Background: an optimization exercise with open tools, aiming at small area. Do not read the settings as production practice. In this exercise RTL edits were held to simulation tests only and were not proved equivalent to the original. The flow treats the clock pin as an ideal source, which a real chip does not have.

==> inputs of v39 <==
==> flow/design.v <==
`default_nettype none
package pkt_framer_pkg;
  typedef logic [63:0] word_t;       
  typedef logic [23:0] byte_cnt_t;   
  typedef logic [5:0]  near_t;       
  localparam logic [27:0] HDR_MARK = 28'hFFF_FFFF;
  localparam logic [31:0] TRL_MARK = 32'hFFEE_DDC9;
  localparam int NSLOT = 15;
  localparam logic [3:0] FILL_LIMIT = 4'd13;
  typedef enum logic [1:0] {
    IDLE  = 2'd0,   
    HDR   = 2'd1,   
    DATA  = 2'd2,   
    TRAIL = 2'd3    
  } seq_state_t;
endpackage
`default_nettype wire
`timescale 1ns/10ps
`default_nettype none
module stream_buffer (
  input  logic      sclk,
  input  logic      rst_n_f,
  input  logic      w_en,          
  input  pkt_framer_pkg::word_t     w_data,
  input  logic      eob,
  input  pkt_framer_pkg::byte_cnt_t byte_cnt,
  output logic      wfifo_ready,   
  output logic      buf_valid,     
  output pkt_framer_pkg::word_t     buf_word,      
  input  pkt_framer_pkg::word_t     ovr_n,         
  output logic      buf_eob,
  output pkt_framer_pkg::byte_cnt_t buf_cnt,
  input  logic      buf_pop,       
  input  logic      buf_show       
);
  localparam int N = pkt_framer_pkg::NSLOT;
  localparam int W = 64 + 1 + 24;   
  logic [W-1:0] mem [N];
  logic [W-1:0] w_ent;
  logic [W-1:0] rd_ent;
  assign w_ent = {byte_cnt, eob, w_data};
  logic [3:0] wr_ptr;    
  logic [3:0] rd_ptr;    
  logic [3:0] occ;       
  logic       cap_vld;   
  logic [N-1:0] wr_sel;
  logic [N-1:0] rd_sel;
  always_comb begin
    for (int i = 0; i < N; i++) begin
      wr_sel[i] = (wr_ptr == 4'(i));
      rd_sel[i] = (rd_ptr == 4'(i));
    end
  end
  always_ff @(posedge sclk) begin : slot_write
    for (int i = 0; i < N; i++) begin
      if (w_en && wr_sel[i]) begin
        mem[i] <= w_ent;
      end
    end
  end
  always_ff @(posedge sclk or negedge rst_n_f) begin : ctrl
    if (!rst_n_f) begin
      wr_ptr      <= '0;
      rd_ptr      <= '0;
      occ         <= '0;
      cap_vld     <= 1'b0;
      wfifo_ready <= 1'b0;
    end else begin
      cap_vld <= w_en;
      if (w_en) begin
        wr_ptr <= (wr_ptr == 4'(N-1)) ? 4'd0 : wr_ptr + 4'd1;
      end
      if (buf_pop) begin
        rd_ptr <= (rd_ptr == 4'(N-1)) ? 4'd0 : rd_ptr + 4'd1;
      end
      case ({w_en, buf_pop})
        2'b10:   occ <= occ + 4'd1;
        2'b01:   occ <= occ - 4'd1;
        default: occ <= occ;
      endcase
      wfifo_ready <= (occ <= pkt_framer_pkg::FILL_LIMIT);
    end
  end
  assign buf_valid = (occ > 4'(cap_vld));
  logic [N-1:0] rd_gsel;
  assign rd_gsel = rd_sel & {N{buf_show}};
  for (genvar b = 0; b < W; b++) begin : g_rd
    logic [N/3-1:0] grp_n;
    for (genvar g = 0; g < N/3; g++) begin : g_grp
      sel_aoi3 u_aoi (
        .d0 (mem[3*g][b]),   .s0 (rd_gsel[3*g]),
        .d1 (mem[3*g+1][b]), .s1 (rd_gsel[3*g+1]),
        .d2 (mem[3*g+2][b]), .s2 (rd_gsel[3*g+2]),
        .y_n(grp_n[g])
      );
    end
    assign rd_ent[b] = ~&grp_n;
  end
  for (genvar b = 0; b < 64; b++) begin : g_word
    assign buf_word[b] = ~(&g_rd[b].grp_n & ovr_n[b]);
  end
  assign buf_eob  = rd_ent[64];
  assign buf_cnt  = rd_ent[88:65];
endmodule
module sel_aoi3 (
  input  logic d0, s0,
  input  logic d1, s1,
  input  logic d2, s2,
  output logic y_n
);
  assign y_n = ~((d0 & s0) | (d1 & s1) | (d2 & s2));
endmodule
`default_nettype wire
`timescale 1ns/10ps
`default_nettype none
module frame_seq (
  input  logic      sclk,
  input  logic      rst_n_f,
  input  logic      start_blk,    
  input  pkt_framer_pkg::near_t     quant_near,   
  input  logic      buf_valid,
  input  pkt_framer_pkg::word_t     buf_word,     
  output pkt_framer_pkg::word_t     buf_ovr_n,    
  input  logic      buf_eob,
  input  pkt_framer_pkg::byte_cnt_t buf_cnt,
  output logic      buf_pop,      
  output logic      buf_show,     
  output logic      out_valid,
  output pkt_framer_pkg::word_t     out_data,
  input  logic      out_ready,
  output logic      block_done,   
  output logic      done_ack      
);
  pkt_framer_pkg::seq_state_t state;
  pkt_framer_pkg::seq_state_t state_nxt;
  logic start_q;      
  logic start_q2;     
  logic start_rise;   
  logic go;           
  logic      xfer;      
  pkt_framer_pkg::word_t     hdr_word;
  pkt_framer_pkg::word_t     trl_word;
  pkt_framer_pkg::byte_cnt_t trl_cnt;   
  always_ff @(posedge sclk or negedge rst_n_f) begin : start_sync
    if (!rst_n_f) begin
      start_q  <= 1'b0;
      start_q2 <= 1'b0;
    end else begin
      start_q  <= start_blk;
      start_q2 <= start_q;
    end
  end
  assign start_rise = start_q & ~start_q2;
  assign go = (state == pkt_framer_pkg::IDLE) & start_rise;
  assign xfer = out_valid & out_ready;
  assign hdr_word = {pkt_framer_pkg::HDR_MARK, 30'd0, quant_near};
  assign trl_word = {8'd0, trl_cnt, pkt_framer_pkg::TRL_MARK};
  always_comb begin : fsm_nxt
    state_nxt = state;
    case (state)
      pkt_framer_pkg::IDLE: begin
        if (go) begin
          state_nxt = pkt_framer_pkg::HDR;
        end
      end
      pkt_framer_pkg::HDR: begin
        if (xfer) begin
          state_nxt = pkt_framer_pkg::DATA;   
        end
      end
      pkt_framer_pkg::DATA: begin
        if (xfer && buf_eob) begin
          state_nxt = pkt_framer_pkg::TRAIL;   
        end
      end
      pkt_framer_pkg::TRAIL: begin
        if (xfer) begin
          state_nxt = pkt_framer_pkg::IDLE;
        end
      end
      default: begin
        state_nxt = pkt_framer_pkg::IDLE;
      end
    endcase
  end
  always_ff @(posedge sclk or negedge rst_n_f) begin : fsm_reg
    if (!rst_n_f) begin
      state <= pkt_framer_pkg::IDLE;
    end else begin
      state <= state_nxt;
    end
  end
  assign buf_show  = (state == pkt_framer_pkg::DATA);
  assign out_valid = (state == pkt_framer_pkg::HDR) | (state == pkt_framer_pkg::TRAIL) |
                     (buf_show & buf_valid);
  assign buf_ovr_n = ~(({64{state == pkt_framer_pkg::HDR}}   & hdr_word) |
                       ({64{state == pkt_framer_pkg::TRAIL}} & trl_word));
  assign out_data  = buf_word;
  assign buf_pop = (state == pkt_framer_pkg::DATA) & buf_valid & out_ready;
  assign block_done = (state == pkt_framer_pkg::TRAIL);
  always_ff @(posedge sclk) begin : trl_latch
    if (buf_pop) begin
      trl_cnt <= buf_cnt;
    end
  end
  always_ff @(posedge sclk or negedge rst_n_f) begin : ack_reg
    if (!rst_n_f) begin
      done_ack <= 1'b0;
    end else begin
      done_ack <= block_done & out_ready;   
    end
  end
endmodule
`default_nettype wire
`timescale 1ns/10ps
`default_nettype none
module pkt_framer (
  input  logic      sclk,
  input  logic      rst_n_f,
  input  logic      w_en,
  input  pkt_framer_pkg::word_t     w_data,
  input  logic      eob,
  input  pkt_framer_pkg::byte_cnt_t byte_cnt,
  output logic      wfifo_ready,
  input  logic      start_blk,
  input  pkt_framer_pkg::near_t     quant_near,
  output logic      out_valid,
  output pkt_framer_pkg::word_t     out_data,
  input  logic      out_ready,
  output logic      block_done,
  output logic      done_ack
);
  logic      buf_valid;
  pkt_framer_pkg::word_t     buf_word;
  logic      buf_eob;
  pkt_framer_pkg::byte_cnt_t buf_cnt;
  logic      buf_pop;     
  logic      buf_show;    
  pkt_framer_pkg::word_t     buf_ovr_n;   
  stream_buffer i_buf (
    .sclk        (sclk),
    .rst_n_f     (rst_n_f),
    .w_en        (w_en),
    .w_data      (w_data),
    .eob         (eob),
    .byte_cnt    (byte_cnt),
    .wfifo_ready (wfifo_ready),
    .buf_valid   (buf_valid),
    .buf_word    (buf_word),
    .ovr_n       (buf_ovr_n),
    .buf_eob     (buf_eob),
    .buf_cnt     (buf_cnt),
    .buf_pop     (buf_pop),
    .buf_show    (buf_show)
  );
  frame_seq i_seq (
    .sclk        (sclk),
    .rst_n_f     (rst_n_f),
    .start_blk   (start_blk),
    .quant_near  (quant_near),
    .buf_valid   (buf_valid),
    .buf_word    (buf_word),
    .buf_ovr_n   (buf_ovr_n),
    .buf_eob     (buf_eob),
    .buf_cnt     (buf_cnt),
    .buf_pop     (buf_pop),
    .buf_show    (buf_show),
    .out_valid   (out_valid),
    .out_data    (out_data),
    .out_ready   (out_ready),
    .block_done  (block_done),
    .done_ack    (done_ack)
  );
endmodule
`default_nettype wire
==> flow/flow/run.sh <==
#!/bin/bash
# Standard ORFS layout (standard synthesis unchanged), with two tweaks passed
# to the ORFS steps through their own variables:
#  - port buffers use the smallest buffer instead of the default pick
#  - CTS without dummy loads, with explicit sink clustering
set -euo pipefail
export BUFFER_PORTS_ARGS="-buffer_cell sky130_fd_sc_hd__buf_1"
export CTS_ARGS="-sink_clustering_enable -repair_clock_nets -sink_clustering_size 30 -sink_clustering_max_diameter 80 -dont_use_dummy_load"
bash standard.sh > standard.log 2>&1
==> flow/standard.sh <==
#!/bin/bash
# synth_recipe.tcl (not shown) runs the flow's synth.tcl, then flattens the netlist and writes it again
# the make line also repeats each setting of config.mk as NAME=value (left out here)
make -C /OpenROAD-flow-scripts/flow DESIGN_CONFIG=/design/flow/config.mk WORK_HOME=/design/flow/orfs CLKGATE_MAP_FILE= SYNTH_SCRIPT=/design/flow/synth_recipe.tcl "${@:-finish}"
==> flow/config.mk <==
export PLATFORM = sky130hd
export DESIGN_NAME = pkt_framer
export DESIGN_NICKNAME = pkt_framer
export VERILOG_FILES = /design/flow/design.v
export SDC_FILE = /design/flow/constraint.sdc
export NUM_CORES = 4
export LEC_CHECK = 0
export ABC_AREA = 0
export CAP_MARGIN = 20
export CORE_MARGIN = 2
export CORE_UTILIZATION = 75
export CTS_CLUSTER_DIAMETER = 80
export CTS_CLUSTER_SIZE = 30
export SLEW_MARGIN = 20
export SYNTH_HIERARCHICAL = 1
export SYNTH_MINIMUM_KEEP_SIZE = 0
==> flow/constraint.sdc <==
create_clock -name core_clock -period 6.0 [get_ports {sclk}]
set_input_delay 1.2000 -clock core_clock [delete_from_list [all_inputs] [get_ports {sclk}]]
set_output_delay 1.2000 -clock core_clock [all_outputs]
set_load 0.01 [all_outputs]
==> v6 (differences from v39) <==
--- a/flow/design.v
+++ b/flow/design.v
@@ -26,19 +26,16 @@
   input  pkt_framer_pkg::byte_cnt_t byte_cnt,
   output logic      wfifo_ready,   
   output logic      buf_valid,     
-  output pkt_framer_pkg::word_t     buf_word,      
-  input  pkt_framer_pkg::word_t     ovr_n,         
+  output pkt_framer_pkg::word_t     buf_word,
   output logic      buf_eob,
   output pkt_framer_pkg::byte_cnt_t buf_cnt,
   input  logic      buf_pop,       
   input  logic      buf_show       
 );
   localparam int N = pkt_framer_pkg::NSLOT;
-  localparam int W = 64 + 1 + 24;   
-  logic [W-1:0] mem [N];
-  logic [W-1:0] w_ent;
-  logic [W-1:0] rd_ent;
-  assign w_ent = {byte_cnt, eob, w_data};
+  pkt_framer_pkg::word_t     mem_word [N];
+  logic                      mem_eob  [N];
+  pkt_framer_pkg::byte_cnt_t mem_cnt  [N];
   logic [3:0] wr_ptr;    
   logic [3:0] rd_ptr;    
   logic [3:0] occ;       
@@ -54,7 +51,9 @@
   always_ff @(posedge sclk) begin : slot_write
     for (int i = 0; i < N; i++) begin
       if (w_en && wr_sel[i]) begin
-        mem[i] <= w_ent;
+        mem_word[i] <= w_data;
+        mem_eob[i]  <= eob;
+        mem_cnt[i]  <= byte_cnt;
       end
     end
   end
@@ -84,31 +83,16 @@
   assign buf_valid = (occ > 4'(cap_vld));
   logic [N-1:0] rd_gsel;
   assign rd_gsel = rd_sel & {N{buf_show}};
-  for (genvar b = 0; b < W; b++) begin : g_rd
-    logic [N/3-1:0] grp_n;
-    for (genvar g = 0; g < N/3; g++) begin : g_grp
-      sel_aoi3 u_aoi (
-        .d0 (mem[3*g][b]),   .s0 (rd_gsel[3*g]),
-        .d1 (mem[3*g+1][b]), .s1 (rd_gsel[3*g+1]),
-        .d2 (mem[3*g+2][b]), .s2 (rd_gsel[3*g+2]),
-        .y_n(grp_n[g])
-      );
-    end
-    assign rd_ent[b] = ~&grp_n;
-  end
-  for (genvar b = 0; b < 64; b++) begin : g_word
-    assign buf_word[b] = ~(&g_rd[b].grp_n & ovr_n[b]);
-  end
-  assign buf_eob  = rd_ent[64];
-  assign buf_cnt  = rd_ent[88:65];
-endmodule
-module sel_aoi3 (
-  input  logic d0, s0,
-  input  logic d1, s1,
-  input  logic d2, s2,
-  output logic y_n
-);
-  assign y_n = ~((d0 & s0) | (d1 & s1) | (d2 & s2));
+  always_comb begin
+    buf_word = '0;
+    buf_eob  = 1'b0;
+    buf_cnt  = '0;
+    for (int i = 0; i < N; i++) begin
+      buf_word = buf_word | (mem_word[i] & {64{rd_gsel[i]}});
+      buf_eob  = buf_eob  | (mem_eob[i]  & rd_gsel[i]);
+      buf_cnt  = buf_cnt  | (mem_cnt[i]  & {24{rd_gsel[i]}});
+    end
+  end
 endmodule
 `default_nettype wire
 `timescale 1ns/10ps
@@ -119,8 +103,7 @@
   input  logic      start_blk,    
   input  pkt_framer_pkg::near_t     quant_near,   
   input  logic      buf_valid,
-  input  pkt_framer_pkg::word_t     buf_word,     
-  output pkt_framer_pkg::word_t     buf_ovr_n,    
+  input  pkt_framer_pkg::word_t     buf_word,
   input  logic      buf_eob,
   input  pkt_framer_pkg::byte_cnt_t buf_cnt,
   output logic      buf_pop,      
@@ -193,9 +176,9 @@
   assign buf_show  = (state == pkt_framer_pkg::DATA);
   assign out_valid = (state == pkt_framer_pkg::HDR) | (state == pkt_framer_pkg::TRAIL) |
                      (buf_show & buf_valid);
-  assign buf_ovr_n = ~(({64{state == pkt_framer_pkg::HDR}}   & hdr_word) |
-                       ({64{state == pkt_framer_pkg::TRAIL}} & trl_word));
-  assign out_data  = buf_word;
+  assign out_data  = buf_word |
+                     ({64{state == pkt_framer_pkg::HDR}}   & hdr_word) |
+                     ({64{state == pkt_framer_pkg::TRAIL}} & trl_word);
   assign buf_pop = (state == pkt_framer_pkg::DATA) & buf_valid & out_ready;
   assign block_done = (state == pkt_framer_pkg::TRAIL);
   always_ff @(posedge sclk) begin : trl_latch
@@ -236,7 +219,6 @@
   pkt_framer_pkg::byte_cnt_t buf_cnt;
   logic      buf_pop;     
   logic      buf_show;    
-  pkt_framer_pkg::word_t     buf_ovr_n;   
   stream_buffer i_buf (
     .sclk        (sclk),
     .rst_n_f     (rst_n_f),
@@ -247,7 +229,6 @@
     .wfifo_ready (wfifo_ready),
     .buf_valid   (buf_valid),
     .buf_word    (buf_word),
-    .ovr_n       (buf_ovr_n),
     .buf_eob     (buf_eob),
     .buf_cnt     (buf_cnt),
     .buf_pop     (buf_pop),
@@ -260,7 +241,6 @@
     .quant_near  (quant_near),
     .buf_valid   (buf_valid),
     .buf_word    (buf_word),
-    .buf_ovr_n   (buf_ovr_n),
     .buf_eob     (buf_eob),
     .buf_cnt     (buf_cnt),
     .buf_pop     (buf_pop),
==> flow/run.sh (new file) <==
#!/bin/bash
# synth_recipe.tcl (not shown) runs the flow's synth.tcl, then flattens the netlist and writes it again
# the make line also repeats each setting of config.mk as NAME=value (left out here)
make -C /OpenROAD-flow-scripts/flow DESIGN_CONFIG=/design/flow/config.mk WORK_HOME=/design/flow/orfs CLKGATE_MAP_FILE= SYNTH_SCRIPT=/design/flow/synth_recipe.tcl finish
- CORE_UTILIZATION: 75 -> 60
- CTS_CLUSTER_SIZE: 30 -> 25
- SYNTH_HIERARCHICAL: 1 -> unset
- SYNTH_MINIMUM_KEEP_SIZE: 0 -> unset
removed: flow/flow/run.sh
removed: flow/standard.sh
==> v29 (differences from v39) <==
--- a/flow/design.v
+++ b/flow/design.v
@@ -26,19 +26,15 @@
   input  pkt_framer_pkg::byte_cnt_t byte_cnt,
   output logic      wfifo_ready,   
   output logic      buf_valid,     
-  output pkt_framer_pkg::word_t     buf_word,      
-  input  pkt_framer_pkg::word_t     ovr_n,         
+  output pkt_framer_pkg::word_t     buf_word,
   output logic      buf_eob,
   output pkt_framer_pkg::byte_cnt_t buf_cnt,
-  input  logic      buf_pop,       
-  input  logic      buf_show       
+  input  logic      buf_pop        
 );
   localparam int N = pkt_framer_pkg::NSLOT;
-  localparam int W = 64 + 1 + 24;   
-  logic [W-1:0] mem [N];
-  logic [W-1:0] w_ent;
-  logic [W-1:0] rd_ent;
-  assign w_ent = {byte_cnt, eob, w_data};
+  pkt_framer_pkg::word_t     mem_word [N];
+  logic                      mem_eob  [N];
+  pkt_framer_pkg::byte_cnt_t mem_cnt  [N];
   logic [3:0] wr_ptr;    
   logic [3:0] rd_ptr;    
   logic [3:0] occ;       
@@ -54,7 +50,9 @@
   always_ff @(posedge sclk) begin : slot_write
     for (int i = 0; i < N; i++) begin
       if (w_en && wr_sel[i]) begin
-        mem[i] <= w_ent;
+        mem_word[i] <= w_data;
+        mem_eob[i]  <= eob;
+        mem_cnt[i]  <= byte_cnt;
       end
     end
   end
@@ -82,33 +80,16 @@
     end
   end
   assign buf_valid = (occ > 4'(cap_vld));
-  logic [N-1:0] rd_gsel;
-  assign rd_gsel = rd_sel & {N{buf_show}};
-  for (genvar b = 0; b < W; b++) begin : g_rd
-    logic [N/3-1:0] grp_n;
-    for (genvar g = 0; g < N/3; g++) begin : g_grp
-      sel_aoi3 u_aoi (
-        .d0 (mem[3*g][b]),   .s0 (rd_gsel[3*g]),
-        .d1 (mem[3*g+1][b]), .s1 (rd_gsel[3*g+1]),
-        .d2 (mem[3*g+2][b]), .s2 (rd_gsel[3*g+2]),
-        .y_n(grp_n[g])
-      );
-    end
-    assign rd_ent[b] = ~&grp_n;
-  end
-  for (genvar b = 0; b < 64; b++) begin : g_word
-    assign buf_word[b] = ~(&g_rd[b].grp_n & ovr_n[b]);
-  end
-  assign buf_eob  = rd_ent[64];
-  assign buf_cnt  = rd_ent[88:65];
-endmodule
-module sel_aoi3 (
-  input  logic d0, s0,
-  input  logic d1, s1,
-  input  logic d2, s2,
-  output logic y_n
-);
-  assign y_n = ~((d0 & s0) | (d1 & s1) | (d2 & s2));
+  always_comb begin
+    buf_word = '0;
+    buf_eob  = 1'b0;
+    buf_cnt  = '0;
+    for (int i = 0; i < N; i++) begin
+      buf_word = buf_word | (mem_word[i] & {64{rd_sel[i]}});
+      buf_eob  = buf_eob  | (mem_eob[i]  & rd_sel[i]);
+      buf_cnt  = buf_cnt  | (mem_cnt[i]  & {24{rd_sel[i]}});
+    end
+  end
 endmodule
 `default_nettype wire
 `timescale 1ns/10ps
@@ -119,12 +100,10 @@
   input  logic      start_blk,    
   input  pkt_framer_pkg::near_t     quant_near,   
   input  logic      buf_valid,
-  input  pkt_framer_pkg::word_t     buf_word,     
-  output pkt_framer_pkg::word_t     buf_ovr_n,    
+  input  pkt_framer_pkg::word_t     buf_word,
   input  logic      buf_eob,
   input  pkt_framer_pkg::byte_cnt_t buf_cnt,
   output logic      buf_pop,      
-  output logic      buf_show,     
   output logic      out_valid,
   output pkt_framer_pkg::word_t     out_data,
   input  logic      out_ready,
@@ -190,12 +169,27 @@
       state <= state_nxt;
     end
   end
-  assign buf_show  = (state == pkt_framer_pkg::DATA);
-  assign out_valid = (state == pkt_framer_pkg::HDR) | (state == pkt_framer_pkg::TRAIL) |
-                     (buf_show & buf_valid);
-  assign buf_ovr_n = ~(({64{state == pkt_framer_pkg::HDR}}   & hdr_word) |
-                       ({64{state == pkt_framer_pkg::TRAIL}} & trl_word));
-  assign out_data  = buf_word;
+  always_comb begin : out_mux
+    out_valid = 1'b0;
+    out_data  = buf_word;   
+    case (state)
+      pkt_framer_pkg::HDR: begin
+        out_valid = 1'b1;
+        out_data  = hdr_word;
+      end
+      pkt_framer_pkg::DATA: begin
+        out_valid = buf_valid;   
+        out_data  = buf_word;
+      end
+      pkt_framer_pkg::TRAIL: begin
+        out_valid = 1'b1;
+        out_data  = trl_word;
+      end
+      default: begin
+        out_valid = 1'b0;
+      end
+    endcase
+  end
   assign buf_pop = (state == pkt_framer_pkg::DATA) & buf_valid & out_ready;
   assign block_done = (state == pkt_framer_pkg::TRAIL);
   always_ff @(posedge sclk) begin : trl_latch
@@ -235,8 +229,6 @@
   logic      buf_eob;
   pkt_framer_pkg::byte_cnt_t buf_cnt;
   logic      buf_pop;     
-  logic      buf_show;    
-  pkt_framer_pkg::word_t     buf_ovr_n;   
   stream_buffer i_buf (
     .sclk        (sclk),
     .rst_n_f     (rst_n_f),
@@ -247,11 +239,9 @@
     .wfifo_ready (wfifo_ready),
     .buf_valid   (buf_valid),
     .buf_word    (buf_word),
-    .ovr_n       (buf_ovr_n),
     .buf_eob     (buf_eob),
     .buf_cnt     (buf_cnt),
-    .buf_pop     (buf_pop),
-    .buf_show    (buf_show)
+    .buf_pop     (buf_pop)
   );
   frame_seq i_seq (
     .sclk        (sclk),
@@ -260,11 +250,9 @@
     .quant_near  (quant_near),
     .buf_valid   (buf_valid),
     .buf_word    (buf_word),
-    .buf_ovr_n   (buf_ovr_n),
     .buf_eob     (buf_eob),
     .buf_cnt     (buf_cnt),
     .buf_pop     (buf_pop),
-    .buf_show    (buf_show),
     .out_valid   (out_valid),
     .out_data    (out_data),
     .out_ready   (out_ready),
==> flow/run.sh (new file) <==
#!/bin/bash
# synth_recipe.tcl (not shown) runs the flow's synth.tcl, then flattens the netlist and writes it again
# the make line also repeats each setting of config.mk as NAME=value (left out here)
make -C /OpenROAD-flow-scripts/flow DESIGN_CONFIG=/design/flow/config.mk WORK_HOME=/design/flow/orfs CLKGATE_MAP_FILE= SYNTH_SCRIPT=/design/flow/synth_recipe.tcl finish
- ABC_AREA: 0 -> 1
- CORE_UTILIZATION: 75 -> 60
- CTS_BUF_LIST: unset -> sky130_fd_sc_hd__clkbuf_8
- CTS_CLUSTER_DIAMETER: 80 -> unset
- SYNTH_HIERARCHICAL: 1 -> unset
- SYNTH_MINIMUM_KEEP_SIZE: 0 -> unset
removed: flow/flow/run.sh
removed: flow/standard.sh
==> impl_metrics.env <==
export IMPL_yosysTopAreaCellShare=0.793
export IMPL_core_area_mm2=0.0851
export IMPL_root_buffer="clkbuf_8"
export IMPL_reg2reg_to="i_buf.occ[3]"
export IMPL_synth_top_family_by_area="simple AND/OR/NAND/NOR gates"
export IMPL_nNonClkInverters=157
export IMPL_met2_usage=0.547
export IMPL_period_share=0.904
export IMPL_synth_cells=3587
export IMPL_postLayoutSetupSlackWorst_ns=0.574
export IMPL_status="timing/DRC/antenna clean"
(the above is from v29)
==> impl_metrics.env <==
export IMPL_root_buffer="clkbuf_16"
export IMPL_status="timing/DRC/antenna clean"
export IMPL_reg2reg_to="i_buf.occ[3]"
export IMPL_yosysTopAreaCellShare=0.823
export IMPL_synth_cells=2629
export IMPL_synth_top_family_by_area="compound AO/OA/AOI/OAI gates"
export IMPL_postLayoutSetupSlackWorst_ns=0.478
export IMPL_met2_usage=0.518
export IMPL_period_share=0.920
export IMPL_nNonClkInverters=11
(the above is from v6)
==> impl_metrics.env <==
export IMPL_p_comb_mw=3.55
export IMPL_root_buffer="clkbuf_16"
export IMPL_yosysTopAreaCellShare=0.841
export IMPL_cp_top_family="simple AND/OR/NAND/NOR gates"
export IMPL_synth_top_family_by_area="compound AO/OA/AOI/OAI gates"
export IMPL_start_kind="register"
export IMPL_status="timing/DRC/antenna clean"
export IMPL_core_area_mm2=0.0642
export IMPL_synth_cells=2253
export IMPL_met2_usage=0.551
export IMPL_wl_met1_mm=40.1
export IMPL_nNonClkInverters=8
export IMPL_period_share=0.844
export IMPL_reg2reg_to="i_seq.state[1]"
(the above is from v39)

separate check: timing with driven ports:
Ports are ideal in the flow. The routed layouts listed here were re-timed in OpenROAD.
Step 1: set_driving_cell puts a clkbuf_16 on sclk and a buf_2 on each other input, an assumption about the parent block.
Step 2 moves the port delays by t, midway between the first and last clock arrival at a register: inputs arrive t later, outputs are due t later. That takes back most of the time a late clock gives input paths.
Slacks: ideal / step 1 / step 2; pairs: ideal / step 1.
run | t, ns | setup slack, ns | hold WS [ns] | latest minus earliest clock arrival (ns) | worst slew at a driven data input, ns
v39 | 0.698 | 0.936 / 0.870 / 1.568 | 0.399 / 0.399 / 0.399 | 0.044 / 0.044 | 0.14
v6 | 0.738 | 0.478 / 0.407 / 1.145 | 0.380 / 0.380 / 0.380 | 0.019 / 0.019 | 0.18
v29 | 0.940 | 0.574 / 0.505 / 1.444 | 0.326 / 0.280 / 0.474 | 0.028 / 0.029 | 0.16
After both steps setup and hold are still met in every run listed.
